This is an optimization exercise on Yosys and OpenROAD, whose aim is small area, a short achievable clock period and few clock cycles per item, not a production implementation.
No functional check of the RTL was part of this run.
Power figures rest on the tool's default switching activity, not on a simulated workload.

<file path="flow/run.sh">
#!/bin/bash
# synth_recipe.tcl (not shown) runs the flow's synth.tcl, then flattens the netlist and writes it again
# the make line also repeats each setting of config.mk as NAME=value (left out here)
make -C /OpenROAD-flow-scripts/flow DESIGN_CONFIG=/design/flow/config.mk WORK_HOME=/design/flow/orfs CLKGATE_MAP_FILE= SYNTH_SCRIPT=/design/flow/synth_recipe.tcl finish
</file>
<file path="flow/config.mk">
export PLATFORM = sky130hd
export DESIGN_NAME = precompute_pipe
export DESIGN_NICKNAME = precompute_pipe
export VERILOG_FILES = /design/flow/design.v
export SDC_FILE = /design/flow/constraint.sdc
export NUM_CORES = 4
export LEC_CHECK = 0
export CAP_MARGIN = 20
export CORE_MARGIN = 2
export CORE_UTILIZATION = 60
export PLACE_DENSITY = 0.75
export SETUP_SLACK_MARGIN = 2.0
export SLEW_MARGIN = 20
</file>
<file path="flow/constraint.sdc">
create_clock -name core_clock -period 4.5 [get_ports {clk}]
set_input_delay 0.9000 -clock core_clock [delete_from_list [all_inputs] [get_ports {clk}]]
set_output_delay 0.9000 -clock core_clock [all_outputs]
set_load 0.01 [all_outputs]
</file>
<file path="flow/design.v">
`timescale 1ns/100ps
package pipe_pkg;
  typedef logic [32-1:0] word_t;
  typedef logic [3-1:0]  reg_t;
  typedef logic [16-1:0]  imm_t;
  typedef enum logic [3:0] {
    OP_AND  = 4'd0,
    OP_NOT  = 4'd1,
    OP_OR   = 4'd2,
    OP_XOR  = 4'd3,
    OP_ADD  = 4'd4,
    OP_SUB  = 4'd5,
    OP_MOV0 = 4'd6,
    OP_MOV1 = 4'd7,
    OP_MOVI = 4'd8
  } opcode_t;
  typedef enum logic {
    FWD_RF = 1'b0,
    FWD_S3 = 1'b1
  } fwd_sel_t;
endpackage
`timescale 1ns/100ps
module inst_queue #(
  parameter int DEPTH = 13
) (
  input  logic        clk,
  input  logic        rst,
  input  logic        in_pass,
  input  logic [19:0] in_enc,
  input  logic        h_adv,
  output logic        in_accept,
  output logic        h_vld,
  output logic [19:0] h_enc
);
  logic [19:0] mem [DEPTH];
  logic [3:0]  wr_ptr;
  logic [3:0]  rd_ptr;
  logic [3:0]  cnt;
  logic        full_r;
  logic        empty_r;
  logic push;
  logic h_free;
  logic buf_wr;
  logic buf_rd;
  logic [3:0] cnt_nxt;
  assign push   = in_pass & ~full_r;
  assign h_free = ~h_vld | h_adv;
  assign buf_rd = h_free & ~empty_r;
  assign buf_wr = push & ~(h_free & empty_r);
  always_comb begin
    cnt_nxt = cnt;
    if (buf_wr & ~buf_rd) cnt_nxt = cnt + 4'd1;
    else if (buf_rd & ~buf_wr) cnt_nxt = cnt - 4'd1;
  end
  always_ff @(posedge clk) begin
    if (rst) begin
      wr_ptr  <= '0;
      rd_ptr  <= '0;
      cnt     <= '0;
      full_r  <= 1'b0;
      empty_r <= 1'b1;
      h_vld   <= 1'b0;
    end else begin
      if (buf_wr) wr_ptr <= (wr_ptr == 4'(DEPTH - 1)) ? 4'd0 : wr_ptr + 4'd1;
      if (buf_rd) rd_ptr <= (rd_ptr == 4'(DEPTH - 1)) ? 4'd0 : rd_ptr + 4'd1;
      cnt     <= cnt_nxt;
      full_r  <= (cnt_nxt == 4'(DEPTH));
      empty_r <= (cnt_nxt == 4'd0);
      if (h_free) h_vld <= ~empty_r | push;
    end
  end
  always_ff @(posedge clk) begin
    if (!full_r) mem[wr_ptr] <= in_enc;
  end
  always_ff @(posedge clk) begin
    if (h_free) h_enc <= empty_r ? in_enc : mem[rd_ptr];
  end
  assign in_accept = ~full_r;
endmodule
`timescale 1ns/100ps
module reg_file (
  input  logic  clk,
  input  pipe_pkg::reg_t  lo_ra0,
  input  pipe_pkg::reg_t  lo_ra1,
  input  logic            lo_wen,
  input  pipe_pkg::reg_t  lo_wa,
  input  logic [15:0]     lo_wdata,
  output logic [15:0]     lo_rdata0,
  output logic [15:0]     lo_rdata1,
  input  pipe_pkg::reg_t  hi_ra0,
  input  pipe_pkg::reg_t  hi_ra1,
  input  logic            hi_wen,
  input  pipe_pkg::reg_t  hi_wa,
  input  logic [15:0]     hi_wdata,
  output logic [15:0]     hi_rdata0,
  output logic [15:0]     hi_rdata1
);
  localparam int N_REGS = 1 << 3;
  logic [15:0] mem_lo [N_REGS];
  logic [15:0] mem_hi [N_REGS];
  always_ff @(posedge clk) begin
    if (lo_wen) mem_lo[lo_wa] <= lo_wdata;
  end
  always_ff @(posedge clk) begin
    if (hi_wen) mem_hi[hi_wa] <= hi_wdata;
  end
  assign lo_rdata0 = mem_lo[lo_ra0];
  assign lo_rdata1 = mem_lo[lo_ra1];
  assign hi_rdata0 = mem_hi[hi_ra0];
  assign hi_rdata1 = mem_hi[hi_ra1];
endmodule
`timescale 1ns/100ps
module issue_stage (
  input  pipe_pkg::opcode_t in_op,
  input  pipe_pkg::reg_t    in_ra0,
  input  pipe_pkg::reg_t    in_ra1,
  input  pipe_pkg::reg_t    in_wa,
  input  pipe_pkg::imm_t    in_imm,
  output logic [19:0]       enc
);
  logic       movi;
  logic       arith;
  logic       sub;
  logic [3:0] lut;
  always_comb begin
    movi  = 1'b0;
    arith = 1'b0;
    sub   = 1'b0;
    case (in_op)
      pipe_pkg::OP_AND:  lut = 4'b1000;
      pipe_pkg::OP_NOT:  lut = 4'b0011;
      pipe_pkg::OP_OR:   lut = 4'b1110;
      pipe_pkg::OP_XOR:  lut = 4'b0110;
      pipe_pkg::OP_ADD:  begin lut = 4'b0000; arith = 1'b1; end
      pipe_pkg::OP_SUB:  begin lut = 4'b0000; arith = 1'b1; sub = 1'b1; end
      pipe_pkg::OP_MOV0: lut = 4'b1100;
      pipe_pkg::OP_MOV1: lut = 4'b1010;
      pipe_pkg::OP_MOVI: begin lut = 4'b0000; movi = 1'b1; end
      default:           lut = 4'b1100;
    endcase
  end
  assign enc = {in_wa, movi,
                movi ? in_imm : {4'b0000, lut, arith, sub, in_ra1, in_ra0}};
endmodule
`timescale 1ns/100ps
module exec_unit (
  input  logic            clk,
  input  logic            rst,
  input  logic            hold,
  input  logic            h_vld,
  input  logic [19:0]     h_enc,
  output pipe_pkg::reg_t  lo_ra0,
  output pipe_pkg::reg_t  lo_ra1,
  input  logic [15:0]     lo_rdata0,
  input  logic [15:0]     lo_rdata1,
  output logic            lo_wen,
  output pipe_pkg::reg_t  lo_wa,
  output logic [15:0]     lo_wdata,
  output pipe_pkg::reg_t  hi_ra0,
  output pipe_pkg::reg_t  hi_ra1,
  input  logic [15:0]     hi_rdata0,
  input  logic [15:0]     hi_rdata1,
  output logic            hi_wen,
  output pipe_pkg::reg_t  hi_wa,
  output logic [15:0]     hi_wdata,
  output logic            h_adv,
  output logic            out_vld,
  output pipe_pkg::reg_t  out_wa,
  output pipe_pkg::word_t out_wdata
);
  logic        h_movi;
  logic [15:0] h_pl;
  pipe_pkg::reg_t h_ra0;
  pipe_pkg::reg_t h_ra1;
  logic        e1_vld;
  pipe_pkg::reg_t e1_wa;
  pipe_pkg::reg_t e1_ra0;
  pipe_pkg::reg_t e1_ra1;
  logic        e1_movi;
  logic [3:0]  e1_lut;
  logic        e1_arith;
  logic        e1_sub;
  logic        e1_fwd0;
  logic        e1_fwd1;
  logic [15:0] e1_opa;
  logic [15:0] e1_opb;
  logic        e2_vld;
  pipe_pkg::reg_t e2_wa;
  logic [3:0]  e2_lut;
  logic        e2_arith;
  logic        e2_sub;
  logic        e2_cin;
  logic        e2_fwd0;
  logic        e2_fwd1;
  logic [15:0] e2_opa;
  logic [15:0] e2_opb;
  logic [15:0] r_lo;
  logic [15:0] r_hi;
  logic [15:0] out_lo;
  logic        e2_exec;
  logic        e2_free;
  logic        e1_exec;
  logic        e1_free;
  logic [15:0] a_lo;
  logic [15:0] b_lo;
  logic [15:0] a_hi;
  logic [15:0] b_hi;
  logic [17:0] sum_lo;
  logic [16:0] sum_hi;
  logic [15:0] l_lo;
  logic [15:0] l_hi;
  logic [15:0] res_lo;
  logic [15:0] res_hi;
  assign h_movi = h_enc[16];
  assign h_pl   = h_enc[15:0];
  assign h_ra0  = h_pl[2:0];
  assign h_ra1  = h_pl[5:3];
  assign e2_exec = e2_vld & ~hold;
  assign e2_free = ~e2_vld | ~hold;
  assign e1_exec = e1_vld & e2_free;
  assign e1_free = ~e1_vld | e2_free;
  assign h_adv   = e1_free;
  always_ff @(posedge clk) begin
    if (rst) e1_vld <= 1'b0;
    else if (e1_free) e1_vld <= h_vld;
  end
  always_ff @(posedge clk) begin
    if (e1_free) begin
      e1_wa    <= h_enc[19:17];
      e1_ra0   <= h_ra0;
      e1_ra1   <= h_ra1;
      e1_movi  <= h_movi;
      e1_lut   <= h_movi ? 4'b1010 : h_pl[11:8];
      e1_arith <= ~h_movi & h_pl[7];
      e1_sub   <= h_pl[6];
      e1_fwd0  <= e1_exec && (e1_wa == h_ra0);
      e1_fwd1  <= e1_exec && (e1_wa == h_ra1) && !h_movi;
      e1_opa   <= lo_rdata0;
      e1_opb   <= h_movi ? h_pl : lo_rdata1;
    end
  end
  assign lo_ra0 = h_ra0;
  assign lo_ra1 = h_ra1;
  assign a_lo = e1_fwd0 ? r_lo : e1_opa;
  assign b_lo = e1_fwd1 ? r_lo : e1_opb;
  assign sum_lo = {1'b0, a_lo, 1'b1} + {1'b0, b_lo ^ {16{e1_sub}}, e1_sub};
  always_comb begin
    for (int i = 0; i < 16; i++) begin
      l_lo[i] = e1_lut[{a_lo[i], b_lo[i]}];
    end
  end
  assign res_lo = e1_arith ? sum_lo[16:1] : l_lo;
  always_ff @(posedge clk) begin
    if (e1_exec) r_lo <= res_lo;
  end
  always_ff @(posedge clk) begin
    if (rst) e2_vld <= 1'b0;
    else if (e2_free) e2_vld <= e1_vld;
  end
  always_ff @(posedge clk) begin
    if (e2_free) begin
      e2_wa    <= e1_wa;
      e2_lut   <= e1_lut;
      e2_arith <= e1_arith;
      e2_sub   <= e1_sub;
      e2_cin   <= sum_lo[17];
      e2_fwd0  <= e2_exec && (e2_wa == e1_ra0);
      e2_fwd1  <= e2_exec && (e2_wa == e1_ra1) && !e1_movi;
      e2_opa   <= hi_rdata0;
      e2_opb   <= e1_movi ? 16'd0 : hi_rdata1;
    end
  end
  assign hi_ra0 = e1_ra0;
  assign hi_ra1 = e1_ra1;
  assign a_hi = e2_fwd0 ? r_hi : e2_opa;
  assign b_hi = e2_fwd1 ? r_hi : e2_opb;
  assign sum_hi = {a_hi, 1'b1} + {b_hi ^ {16{e2_sub}}, e2_cin};
  always_comb begin
    for (int i = 0; i < 16; i++) begin
      l_hi[i] = e2_lut[{a_hi[i], b_hi[i]}];
    end
  end
  assign res_hi = e2_arith ? sum_hi[16:1] : l_hi;
  always_ff @(posedge clk) begin
    if (e2_exec) r_hi <= res_hi;
  end
  assign lo_wen   = e1_vld;
  assign lo_wa    = e1_wa;
  assign lo_wdata = res_lo;
  assign hi_wen   = e2_vld;
  assign hi_wa    = e2_wa;
  assign hi_wdata = res_hi;
  always_ff @(posedge clk) begin
    if (rst) out_vld <= 1'b0;
    else     out_vld <= e2_exec;
  end
  always_ff @(posedge clk) begin
    out_wa <= e2_wa;
    out_lo <= r_lo;
  end
  assign out_wdata = {r_hi, out_lo};
endmodule
`timescale 1ns/100ps
module precompute_pipe (
  input  logic    clk,
  input  logic    rst,
  input  logic    in_pass,
  input  logic [3:0]  in_op,
  input  logic [2:0]  in_ra0,
  input  logic [2:0]  in_ra1,
  input  logic [2:0]  in_wa,
  input  logic [15:0] in_imm,
  input  logic    hold,
  output logic    in_accept,
  output logic    out_vld,
  output logic [2:0]  out_wa,
  output logic [31:0] out_wdata
);
  logic [19:0] in_enc;
  logic        h_vld;
  logic [19:0] h_enc;
  logic        h_adv;
  pipe_pkg::reg_t lo_ra0;
  pipe_pkg::reg_t lo_ra1;
  logic [15:0]    lo_rdata0;
  logic [15:0]    lo_rdata1;
  logic           lo_wen;
  pipe_pkg::reg_t lo_wa;
  logic [15:0]    lo_wdata;
  pipe_pkg::reg_t hi_ra0;
  pipe_pkg::reg_t hi_ra1;
  logic [15:0]    hi_rdata0;
  logic [15:0]    hi_rdata1;
  logic           hi_wen;
  pipe_pkg::reg_t hi_wa;
  logic [15:0]    hi_wdata;
  issue_stage i_issue_stage (
    .in_op  (pipe_pkg::opcode_t'(in_op)),
    .in_ra0 (in_ra0),
    .in_ra1 (in_ra1),
    .in_wa  (in_wa),
    .in_imm (in_imm),
    .enc    (in_enc)
  );
  inst_queue i_inst_queue (
    .clk       (clk),
    .rst       (rst),
    .in_pass   (in_pass),
    .in_enc    (in_enc),
    .h_adv     (h_adv),
    .in_accept (in_accept),
    .h_vld     (h_vld),
    .h_enc     (h_enc)
  );
  reg_file i_reg_file (
    .clk       (clk),
    .lo_ra0    (lo_ra0),
    .lo_ra1    (lo_ra1),
    .lo_wen    (lo_wen),
    .lo_wa     (lo_wa),
    .lo_wdata  (lo_wdata),
    .lo_rdata0 (lo_rdata0),
    .lo_rdata1 (lo_rdata1),
    .hi_ra0    (hi_ra0),
    .hi_ra1    (hi_ra1),
    .hi_wen    (hi_wen),
    .hi_wa     (hi_wa),
    .hi_wdata  (hi_wdata),
    .hi_rdata0 (hi_rdata0),
    .hi_rdata1 (hi_rdata1)
  );
  exec_unit i_exec_unit (
    .clk       (clk),
    .rst       (rst),
    .hold      (hold),
    .h_vld     (h_vld),
    .h_enc     (h_enc),
    .lo_ra0    (lo_ra0),
    .lo_ra1    (lo_ra1),
    .lo_rdata0 (lo_rdata0),
    .lo_rdata1 (lo_rdata1),
    .lo_wen    (lo_wen),
    .lo_wa     (lo_wa),
    .lo_wdata  (lo_wdata),
    .hi_ra0    (hi_ra0),
    .hi_ra1    (hi_ra1),
    .hi_rdata0 (hi_rdata0),
    .hi_rdata1 (hi_rdata1),
    .hi_wen    (hi_wen),
    .hi_wa     (hi_wa),
    .hi_wdata  (hi_wdata),
    .h_adv     (h_adv),
    .out_vld   (out_vld),
    .out_wa    (out_wa),
    .out_wdata (out_wdata)
  );
endmodule
</file>
==> metrics.md <==
| Metric | Value |
|---|---|
| Finished Layout Cells | 2805 |
| FP Rows | 84 |
| Commonest cells in the netlist | edfxtp_1, mux4_2, mux2i_1, mux2_2, nand2_1 |
| CP max FO | 5 |
| Post-synthesis register bit count | 706 |
| Final period util | 72.9% |
| Period minus WS final | 3280 ps |
| Setup crit end kind | register |
| Maximum root-to-sink buffer count | 3 |
| WP data arrival | 3690 ps |
| Port bufs | 69 |
| Most frequent cell after synthesis | edfxtp_1 |
| Detailed Place HPWL | 42.9 mm |
| Yosys top cell by area | edfxtp_1 |
| Detail Route Antenna Nets | 0 |
| Async SR Flop Fraction | 0% |
| Setup TNS | 0 ps |
| Area post-placement | 33800 um2 |
| DR WL/cell | 28.4 um |
| Post-CTS Hold Buffers | 0 |
| Switch share | 37.3% |
| Largest net degree at the start of global routing | 45 |
| DR top layer | met4 |
| Number of global-route vias before repair | 18.2k |
| Critical path, cell by cell | buf_12 -> buf_6 -> mux2i_4 -> xnor2_2 -> ha_1 -> buf_4 -> buf_4 -> nand2_1 -> nor2_1 -> a311oi_4 -> xor2_2 -> buf_6 -> mux2i_4 |
| Combinational Power Share | 50.0% |
| Worst hold slack | 421 ps |
| Yosys top cell area share | 62.6% |
| GR Util All Layers | 28.0% |
| Number of synthesized flops with an enable pin | 662 |
| Peak supply drop | 609 uV |
| CTS tree | done |
| Final hold violations | 0 |
| Die area | 54800 um2 |
| Slew @ Worst Pin | 1070 ps |
| Nets | 2134 |
| Max-slew violation count | 0 |
| Sequential share of power | 32.1% |
| PwrDens | 848 nW/um2 |
| Clk root buf | clkbuf_16 |
| Area grow syn2layout | 22.4% |
| P_int | 20.7 mW |
| Synth warnings | 4 |
| Clock sink count | 706 |
| Synth Flop Type | edfxtp_1 |
| IO Pins | 70 |
| 1st-iter DRT viols | 2019 |
| Unrepaired setup endpoints after global routing | yes |
| Layout Skew | 21.5 ps |
| First-pass GRT wire length | 112 mm |
| Critical path's largest stage delay | 470 ps |
| Switch Pwr | 12.3 mW |
| CP Launch Type | register |
| Vias post-DR | 18.5k |
| M1 WL | 32.1 mm |
| Initial antenna violation count | 0 |
| Clk latency of the worst-skew pair | 610 ps |
| GR Overflow Total | 0 |
| Core area | 52400 um2 |
| Cells after Synth | 1806 |
| Static Leak | 13.3 nW |
| CP Class | reg2reg |
| Max_cap viols | 0 |
| Die Wd | 234 um |
| Sequential element share of the synthesized area | 65.3% |
| Initial Utilization | 60.6% |
| DR vias/cell | 6.60 |
| Routed wire length | 79.8 mm |
| DRC viols | 0 |
| Status | no timing/DRC/antenna violations |
| Worst Hold Class | reg2reg |
| Final setup vio count | 0 |
| Synth top area cells | edfxtp_1, mux4_2, mux2_2 |
| CTS Buf Count | 72 |
| Clock share of power | 17.9% |
| Reg clk slew, reported paths | 60 ps |
| Die height | 234 um |
| Routed met2 length | 38.7 mm |
| Crit path required time | 4910 ps |
| Syn avg cell area | 17.6 um2 |
| Antenna cell count | 0 |
| Routability cong. | 0.869 |
| Fmax | 0.305 GHz |
| Slew HR | 27.8% |
| H-tree depth | 3 |
| Met3 WL post-DR | 7.21 mm |
| CP max-delay cell | nor2_1 |
| Syn_nets | 1879 |
| Post-Syn Area | 31800 um2 |
| Post-synth cell types | 65 |
| Pre-antenna DRT Iters | 6 |
| Placed instance count | 2525 |
| Share of cells above drive strength 1 | 39.6% |
| Finished Cell Area | 38900 um2 |
[power by group through the flow]
stage	clock network [mW]	registers, mW	logic (mW)
final	5.89	10.6	16.5
after CTS	5.95	10.6	13.0
after global routing	6.22	10.7	17.3
after detailed placement	0	10.7	10.4
after global placement	0	10.7	10.1
after floorplan	0	9.93	8.26
[repair_timing]
item | CTS | global route
buffers inserted | 67 | 63
gates resized for setup | 152 | 137
gates cloned | 8 | 10
endpoints found under the setup margin | 315 | 325
pin swaps | 35 | 69
hold endpoints to repair | 0 | 0
[registers in the layout, indices dropped and copies added (netlist names), 3 cells and up, named ones only]
name	cells
i_exec_unit.e1_ra0	3
i_exec_unit.e2_lut	4
i_exec_unit.e1_ra1	3
i_exec_unit.e1_wa	3
i_inst_queue.mem	260
i_exec_unit.r_hi	16
i_exec_unit.e1_opb	16
i_exec_unit.e2_wa	3
i_exec_unit.e2_opa	16
i_exec_unit.e1_opa	16
i_exec_unit.e1_lut	4
i_exec_unit.r_lo	16
i_reg_file.mem_lo	128
i_exec_unit.out_wa	3
i_inst_queue.cnt	4
i_reg_file.mem_hi	128
i_inst_queue.wr_ptr	4
i_inst_queue.h_enc	20
i_exec_unit.out_lo	16
i_inst_queue.rd_ptr	4
i_exec_unit.e2_opb	16
[placed cells by master (no fill, tap or decap), drive strengths merged, types with 7 or more instances in the layout]
cell and count:
dlymetal6s2s 13, clkdlybuf4s50 50, o211ai 11, nor2 73, nand2b 14, and3 8
a31oi 7, mux2 107, xor2 22, ha 39, mux4 211, a21oi 41
dfxtp 44, edfxtp 662, nor2b 11, buf 194, nand3 7, clkinv 27
clkbuf 91, xnor2 49, inv 42, nand2 80, nor3 13, a21o 15
o21ai 77, mux2i 117
[worst paths after layout]
check / slack, ps / end / startpoint / depth (start not counted)
hold reg to reg: 420 / i_exec_unit.out_lo[10] / i_exec_unit.r_lo[10] / 0
setup reg to reg: 1220 / i_reg_file.mem_hi[5][13] / i_exec_unit.e2_fwd1 / 13
setup / recovery: 1220 / i_reg_file.mem_hi[5][13] / i_exec_unit.e2_fwd1 / 13
hold / removal: 420 / i_exec_unit.out_lo[10] / i_exec_unit.r_lo[10] / 0
[per-stage QoR]
step / worst slack (ps) / utilization [%] / power, mW
finish: 1220 / 74.2 / 33.0
global route: 1130 / 74.2 / 34.2
CTS: 1310 / 71.7 / 29.5
detailed placement: 843 / 64.4 / 21.1
global placement: 907 / 64.4 / 20.8
floorplan: 1490 / - / 18.2
[per-layer routing]
metal / GRT usage (%) / vias to the layer above
met5: 0 / -
met3: 5.76 / 147
met2: 45.3 / 939
li1: - / 7817
met4: 7.50 / 0
met1: 39.2 / 9619
[logic make-up after synthesis]
group	after synthesis	synth area share, %
AOI/OAI and AO/OA	190	3.67
xor gates and xnor gates	71	1.96
adders and majority gates	41	1.63
buffers and inverters	136	1.75
DFF	706	65.3
muxes	430	22.3
and+or+nand+nor	232	3.37
[final cells by class]
type | count | area, um2
repair buffers | 264 | 2510
fillers | 2893 | 13500
well taps | 688 | 861
clock inverters | 40 | 367
multi-input cells | 980 | 12300
inverters | 37 | 139
flip-flops and latches | 706 | 20800
clock buffers | 90 | 1940
[worst max-delay path, delay by kind of cell, from the launching register on]
family,cells,cell delay [ps]
buffers and inverters,5,750
AND/OR/NAND/NOR,2,570
flip-flops,1,440
multiplexers,2,410
adder cells (fa/ha/maj),1,350
XOR/XNOR,2,340
AO/OA/AOI/OAI,1,220

[separate check: timing with driven ports]
How much do the figures lean on ideal ports? The routed layout below was timed once more, with nothing changed but the port constraints.
Step 1 assumes that a clkbuf_16 drives the clock port and a buf_2 every other input.
Step 2 times the ports against the registers' clock, not the clock port: input delays grow and output delays shrink by t, the midpoint of the rising clock arrivals with the driver on.
Slacks: ideal / step 1 / step 2; pairs: ideal / step 1.
t (ns): 0.657
setup slack, ns: 1.219 / 1.219 / 1.219
hold WS [ns]: 0.421 / 0.421 / 0.421
worst register clock-pin slew, ns: 0.07 / 0.07
cell pins on the clock port's net: 1
After both steps this run still meets setup and hold. The setup slack of this run moves by 0.000 ns with the drivers and by 0.000 ns with both steps.
